Context: an optimization exercise on an open-source flow, tuned for small area, a short achievable clock period and few clock cycles. The choices shown serve that exercise and are no tape-out recipe. RTL that was checked went through simulation tests only; none was proved equivalent to the original. Power figures rest on the tool's default switching activity, not on a simulated workload.

==> flow/design.v <==
package ise_pkg;
   typedef struct packed {
      logic insert;    
      logic close;     
   } cell_ctrl_type;
   localparam logic [1:0] ST_EMPTY = 2'b00;
   localparam logic [1:0] ST_OPEN  = 2'b01;
endpackage
module ise_cell #(
   parameter int VALUE_WIDTH = 16,
   parameter bit INVERTED    = 1'b0    
) (
   input  logic                          clock,
   input  logic                          reset,
   input  ise_pkg::cell_ctrl_type        ctrl,
   input  logic signed [VALUE_WIDTH-1:0] new_value,
   input  logic                          new_par,
   input  logic                          new_c,
   input  logic signed [VALUE_WIDTH-1:0] next_value,
   input  logic signed [VALUE_WIDTH-1:0] right_value,    
   input  logic [1:0]                    right_state,
   input  logic                          right_c,
   input  logic                          right_stay,
   output logic signed [VALUE_WIDTH-1:0] value,          
   output logic [1:0]                    state,
   output logic                          c,
   output logic                          stay,
   output logic [1:0]                    state_next
);
   function automatic logic greater(input logic [VALUE_WIDTH-1:0] a, input logic [VALUE_WIDTH-1:0] b);
      logic [VALUE_WIDTH-1:0] g, e;    
      g = {~a[VALUE_WIDTH-1] & b[VALUE_WIDTH-1], a[VALUE_WIDTH-2:0] & ~b[VALUE_WIDTH-2:0]};
      e = {~a[VALUE_WIDTH-1] | b[VALUE_WIDTH-1], a[VALUE_WIDTH-2:0] | ~b[VALUE_WIDTH-2:0]};
      for (int w = 1; w < VALUE_WIDTH; w = w * 2) begin
         for (int k = 0; k + w < VALUE_WIDTH; k = k + 2 * w) begin
            g[k] = g[k + w] | (e[k + w] & g[k]);
            e[k] = e[k + w] & e[k];
         end
      end
      greater = g[0];
   endfunction
   logic signed [VALUE_WIDTH-1:0] value_ff, value_in;
   logic [1:0]                    state_ff, state_src, state_in;
   logic                          g_ff, g_in;
   logic take_self, take_new, take_right;
   assign stay  = state_ff == ise_pkg::ST_OPEN && (!ctrl.insert || g_ff);
   assign c     = greater(value_ff ^ {VALUE_WIDTH{INVERTED}}, next_value);
   assign value = value_ff;
   assign state = state_ff;
   assign state_next = state_in;
   assign take_self  = stay;
   assign take_new   = !stay && right_stay;
   assign take_right = !stay && !right_stay;
   always_comb begin
      value_in  = ({VALUE_WIDTH{take_self}}  & value_ff)
                | ({VALUE_WIDTH{take_new}}   & (new_value ^ {VALUE_WIDTH{INVERTED}}))
                | ({VALUE_WIDTH{take_right}} & ~right_value);
      state_src = ({2{take_self}}  & state_ff)
                | ({2{take_new}}   & (ctrl.insert ? ise_pkg::ST_OPEN : ise_pkg::ST_EMPTY))
                | ({2{take_right}} & right_state);
      g_in      = (take_self & c) | (take_new & new_c) | (take_right & right_c);
      state_in  = (ctrl.close && state_src == ise_pkg::ST_OPEN) ? {1'b1, new_par} : state_src;
   end
   always_ff @(posedge clock) begin
      value_ff <= value_in;
      g_ff     <= g_in;
      if (reset) begin
         state_ff <= ise_pkg::ST_EMPTY;
      end else begin
         state_ff <= state_in;
      end
   end
endmodule
module insertion_sort_engine #(
   parameter int DEPTH       = 32,
   parameter int VALUE_WIDTH = 16
) (
   input  logic                          clock,
   input  logic                          reset,
   input  logic                          start,
   output logic                          busy,
   input  logic signed [VALUE_WIDTH-1:0] req_value,
   input  logic                          req_last,
   output logic                          rsp_strobe,
   output logic signed [VALUE_WIDTH-1:0] rsp_value_res,
   output logic                          rsp_last_res,
   output logic                          rsp_dropped
);
   logic signed [VALUE_WIDTH-1:0] value_w [DEPTH];
   logic [1:0]                    state_w [DEPTH];
   logic [1:0]                    state_next_w [DEPTH];
   logic [DEPTH-1:0]              c_w;
   logic [DEPTH-1:0]              stay_w;
   logic                          rx_valid_ff;
   logic signed [VALUE_WIDTH-1:0] rx_value_ff;
   logic                          rx_last_ff;
   logic                          nx_valid_ff;
   logic signed [VALUE_WIDTH-1:0] nx_value_ff;
   logic signed [VALUE_WIDTH-1:0] nx_value_n_ff;    
   logic                          nx_last_ff;
   logic                          in_valid_ff;
   logic signed [VALUE_WIDTH-1:0] in_value_ff;
   logic          insert_ff;                 
   logic          close_ff;                  
   logic [5:0]    count_ff;                  
   logic          full;
   logic          full_next;
   logic          par_ff;                    
   logic          ovf_open_ff;               
   logic          ovf_head_ff;               
   logic          new_c_ff;                  
   logic          head_out_ff;               
   logic          head_last_ff;              
   ise_pkg::cell_ctrl_type ctrl;
   assign full      = count_ff == DEPTH;
   assign full_next = !ctrl.close && (full || (count_ff == DEPTH - 1 && ctrl.insert));
   assign ctrl.insert = insert_ff;
   assign ctrl.close  = close_ff;
   function automatic logic greater(input logic [VALUE_WIDTH-1:0] a, input logic [VALUE_WIDTH-1:0] b);
      logic [VALUE_WIDTH-1:0] g, e;
      g = {~a[VALUE_WIDTH-1] & b[VALUE_WIDTH-1], a[VALUE_WIDTH-2:0] & ~b[VALUE_WIDTH-2:0]};
      e = {~a[VALUE_WIDTH-1] | b[VALUE_WIDTH-1], a[VALUE_WIDTH-2:0] | ~b[VALUE_WIDTH-2:0]};
      for (int w = 1; w < VALUE_WIDTH; w = w * 2) begin
         for (int k = 0; k + w < VALUE_WIDTH; k = k + 2 * w) begin
            g[k] = g[k + w] | (e[k + w] & g[k]);
            e[k] = e[k + w] & e[k];
         end
      end
      greater = g[0];
   endfunction
   for (genvar i = 0; i < DEPTH; i++) begin : g_cell
      logic signed [VALUE_WIDTH-1:0] right_value;
      logic [1:0]                    right_state;
      logic                          right_c;
      logic                          right_stay;
      if (i == DEPTH - 1) begin : g_tail
         assign right_value = '0;    
         assign right_state = ise_pkg::ST_EMPTY;
         assign right_c     = 1'b0;
         assign right_stay  = 1'b1;
      end else begin : g_inner
         assign right_value = value_w[i+1];
         assign right_state = state_w[i+1];
         assign right_c     = c_w[i+1];
         assign right_stay  = stay_w[i+1];
      end
      ise_cell #(
         .VALUE_WIDTH (VALUE_WIDTH),
         .INVERTED    (i % 2 == 1)
      ) u_cell (
         .clock       (clock),
         .reset       (reset),
         .ctrl        (ctrl),
         .new_value   (in_value_ff),
         .new_par     (par_ff),
         .new_c       (new_c_ff),
         .next_value  (i < DEPTH / 2 ? nx_value_ff : ~nx_value_n_ff),
         .right_value (right_value),
         .right_state (right_state),
         .right_c     (right_c),
         .right_stay  (right_stay),
         .value       (value_w[i]),
         .state       (state_w[i]),
         .c           (c_w[i]),
         .stay        (stay_w[i]),
         .state_next  (state_next_w[i])
      );
   end
   always_ff @(posedge clock) begin
      rx_value_ff  <= req_value;
      rx_last_ff   <= req_last;
      nx_value_ff  <= rx_value_ff;
      nx_value_n_ff <= ~rx_value_ff;
      nx_last_ff   <= rx_last_ff;
      in_value_ff  <= nx_value_ff;
      new_c_ff     <= greater(nx_value_ff, rx_value_ff);
      head_last_ff <= state_next_w[1] != state_next_w[0];
      if (reset) begin
         rx_valid_ff <= 1'b0;
         nx_valid_ff <= 1'b0;
         in_valid_ff <= 1'b0;
         insert_ff   <= 1'b0;
         close_ff    <= 1'b0;
         count_ff    <= '0;
         head_out_ff <= 1'b0;
         par_ff      <= 1'b0;
         ovf_open_ff <= 1'b0;
         ovf_head_ff <= 1'b0;
      end else begin
         rx_valid_ff <= start;
         nx_valid_ff <= rx_valid_ff;
         in_valid_ff <= nx_valid_ff;
         insert_ff   <= nx_valid_ff && !full_next;
         close_ff    <= nx_valid_ff && nx_last_ff;
         head_out_ff <= state_next_w[0][1];
         if (ctrl.close) begin
            count_ff <= '0;
         end else if (ctrl.insert) begin
            count_ff <= count_ff + 1'b1;
         end
         if (ctrl.close) begin
            par_ff      <= !par_ff;
            ovf_open_ff <= 1'b0;
         end else if (in_valid_ff && full) begin
            ovf_open_ff <= 1'b1;
         end
         if (ctrl.close && (ovf_open_ff || full)) begin
            ovf_head_ff <= 1'b1;
         end else if (head_out_ff && head_last_ff) begin
            ovf_head_ff <= 1'b0;
         end
      end
   end
   assign busy          = 1'b0;
   assign rsp_strobe    = head_out_ff;
   assign rsp_value_res = value_w[0];
   assign rsp_last_res  = head_last_ff;
   assign rsp_dropped   = ovf_head_ff;
endmodule
clock: 4.5 ns
lec_check: 0
cap_margin: 20
core_margin: 2
core_utilization: 60
cts_buf_list: sky130_fd_sc_hd__clkbuf_16
cts_cluster_diameter: 80
cts_cluster_size: 24
setup_slack_margin: 2.3
slew_margin: 20
run.sh (not shown) runs the stock make flow with config.mk's settings and CLKGATE_MAP_FILE= SYNTH_SCRIPT=/design/flow/synth_recipe.tcl, a recipe that flattens the netlist after the stock synthesis.
Edit:
--- a/flow/design.v
+++ b/flow/design.v
@@ -8,6 +8,5 @@
 endpackage
 module ise_cell #(
-   parameter int VALUE_WIDTH = 16,
-   parameter bit INVERTED    = 1'b0    
+   parameter int VALUE_WIDTH = 16
 ) (
    input  logic                          clock,
@@ -18,9 +17,9 @@
    input  logic                          new_c,
    input  logic signed [VALUE_WIDTH-1:0] next_value,
-   input  logic signed [VALUE_WIDTH-1:0] right_value,    
+   input  logic signed [VALUE_WIDTH-1:0] right_value,
    input  logic [1:0]                    right_state,
    input  logic                          right_c,
    input  logic                          right_stay,
-   output logic signed [VALUE_WIDTH-1:0] value,          
+   output logic signed [VALUE_WIDTH-1:0] value,
    output logic [1:0]                    state,
    output logic                          c,
@@ -45,5 +44,5 @@
    logic take_self, take_new, take_right;
    assign stay  = state_ff == ise_pkg::ST_OPEN && (!ctrl.insert || g_ff);
-   assign c     = greater(value_ff ^ {VALUE_WIDTH{INVERTED}}, next_value);
+   assign c     = greater(value_ff, next_value);
    assign value = value_ff;
    assign state = state_ff;
@@ -54,6 +53,6 @@
    always_comb begin
       value_in  = ({VALUE_WIDTH{take_self}}  & value_ff)
-                | ({VALUE_WIDTH{take_new}}   & (new_value ^ {VALUE_WIDTH{INVERTED}}))
-                | ({VALUE_WIDTH{take_right}} & ~right_value);
+                | ({VALUE_WIDTH{take_new}}   & new_value)
+                | ({VALUE_WIDTH{take_right}} & right_value);
       state_src = ({2{take_self}}  & state_ff)
                 | ({2{take_new}}   & (ctrl.insert ? ise_pkg::ST_OPEN : ise_pkg::ST_EMPTY))
@@ -97,5 +96,4 @@
    logic                          nx_valid_ff;
    logic signed [VALUE_WIDTH-1:0] nx_value_ff;
-   logic signed [VALUE_WIDTH-1:0] nx_value_n_ff;    
    logic                          nx_last_ff;
    logic                          in_valid_ff;
@@ -135,5 +133,5 @@
       logic                          right_stay;
       if (i == DEPTH - 1) begin : g_tail
-         assign right_value = '0;    
+         assign right_value = '0;
          assign right_state = ise_pkg::ST_EMPTY;
          assign right_c     = 1'b0;
@@ -146,6 +144,5 @@
       end
       ise_cell #(
-         .VALUE_WIDTH (VALUE_WIDTH),
-         .INVERTED    (i % 2 == 1)
+         .VALUE_WIDTH (VALUE_WIDTH)
       ) u_cell (
          .clock       (clock),
@@ -155,5 +152,5 @@
          .new_par     (par_ff),
          .new_c       (new_c_ff),
-         .next_value  (i < DEPTH / 2 ? nx_value_ff : ~nx_value_n_ff),
+         .next_value  (nx_value_ff),
          .right_value (right_value),
          .right_state (right_state),
@@ -171,5 +168,4 @@
       rx_last_ff   <= req_last;
       nx_value_ff  <= rx_value_ff;
-      nx_value_n_ff <= ~rx_value_ff;
       nx_last_ff   <= rx_last_ff;
       in_value_ff  <= nx_value_ff;
After rerunning: Global-route usage is higher by 7.2 points. Hold slack improved by 0.0032 ns. Synthesized area grows by 1.7%. Routed wire length rose by 24%. Synthesized cell count fell by 8.6%. Core utilization is about the same. Total power decreases by 3.6%.
Testbench counts after the change, summed over its fixed seeds: cycles 6,595.
The RTL of the first run of this note was laid out without a check of its function.

==> static timing again, ports no longer ideal <==
No port has a modelled driver above. Below, the same layouts with a new extraction and two added sets of constraints. Step 1 sets driving cells, clkbuf_16 on the clock port and buf_2 on the other inputs (assumed; they add their load-dependent delay and slew). Step 2, shift: input delay + t, output delay - t, t = (earliest + latest rising clock arrival at the registers) / 2. This alone moves slack from input paths to output paths. Three values: ideal ports, drivers, drivers and shift; two values: the first two.
run	t (ns)	setup WS [ns]	worst setup path at the end	slew at the worst register clock pin (ns)	cell pins on the clock port's net
the first run	0.661	2.209 / 2.209 / 2.152	input to register	0.10 / 0.10	1
the second run	0.651	2.263 / 2.257 / 2.261	input to register	0.10 / 0.10	1
After both steps setup and hold are still met in every run listed. For the first run, which loses most, drivers alone change the setup slack by 0.000 ns; drivers and shift together by -0.057 ns.
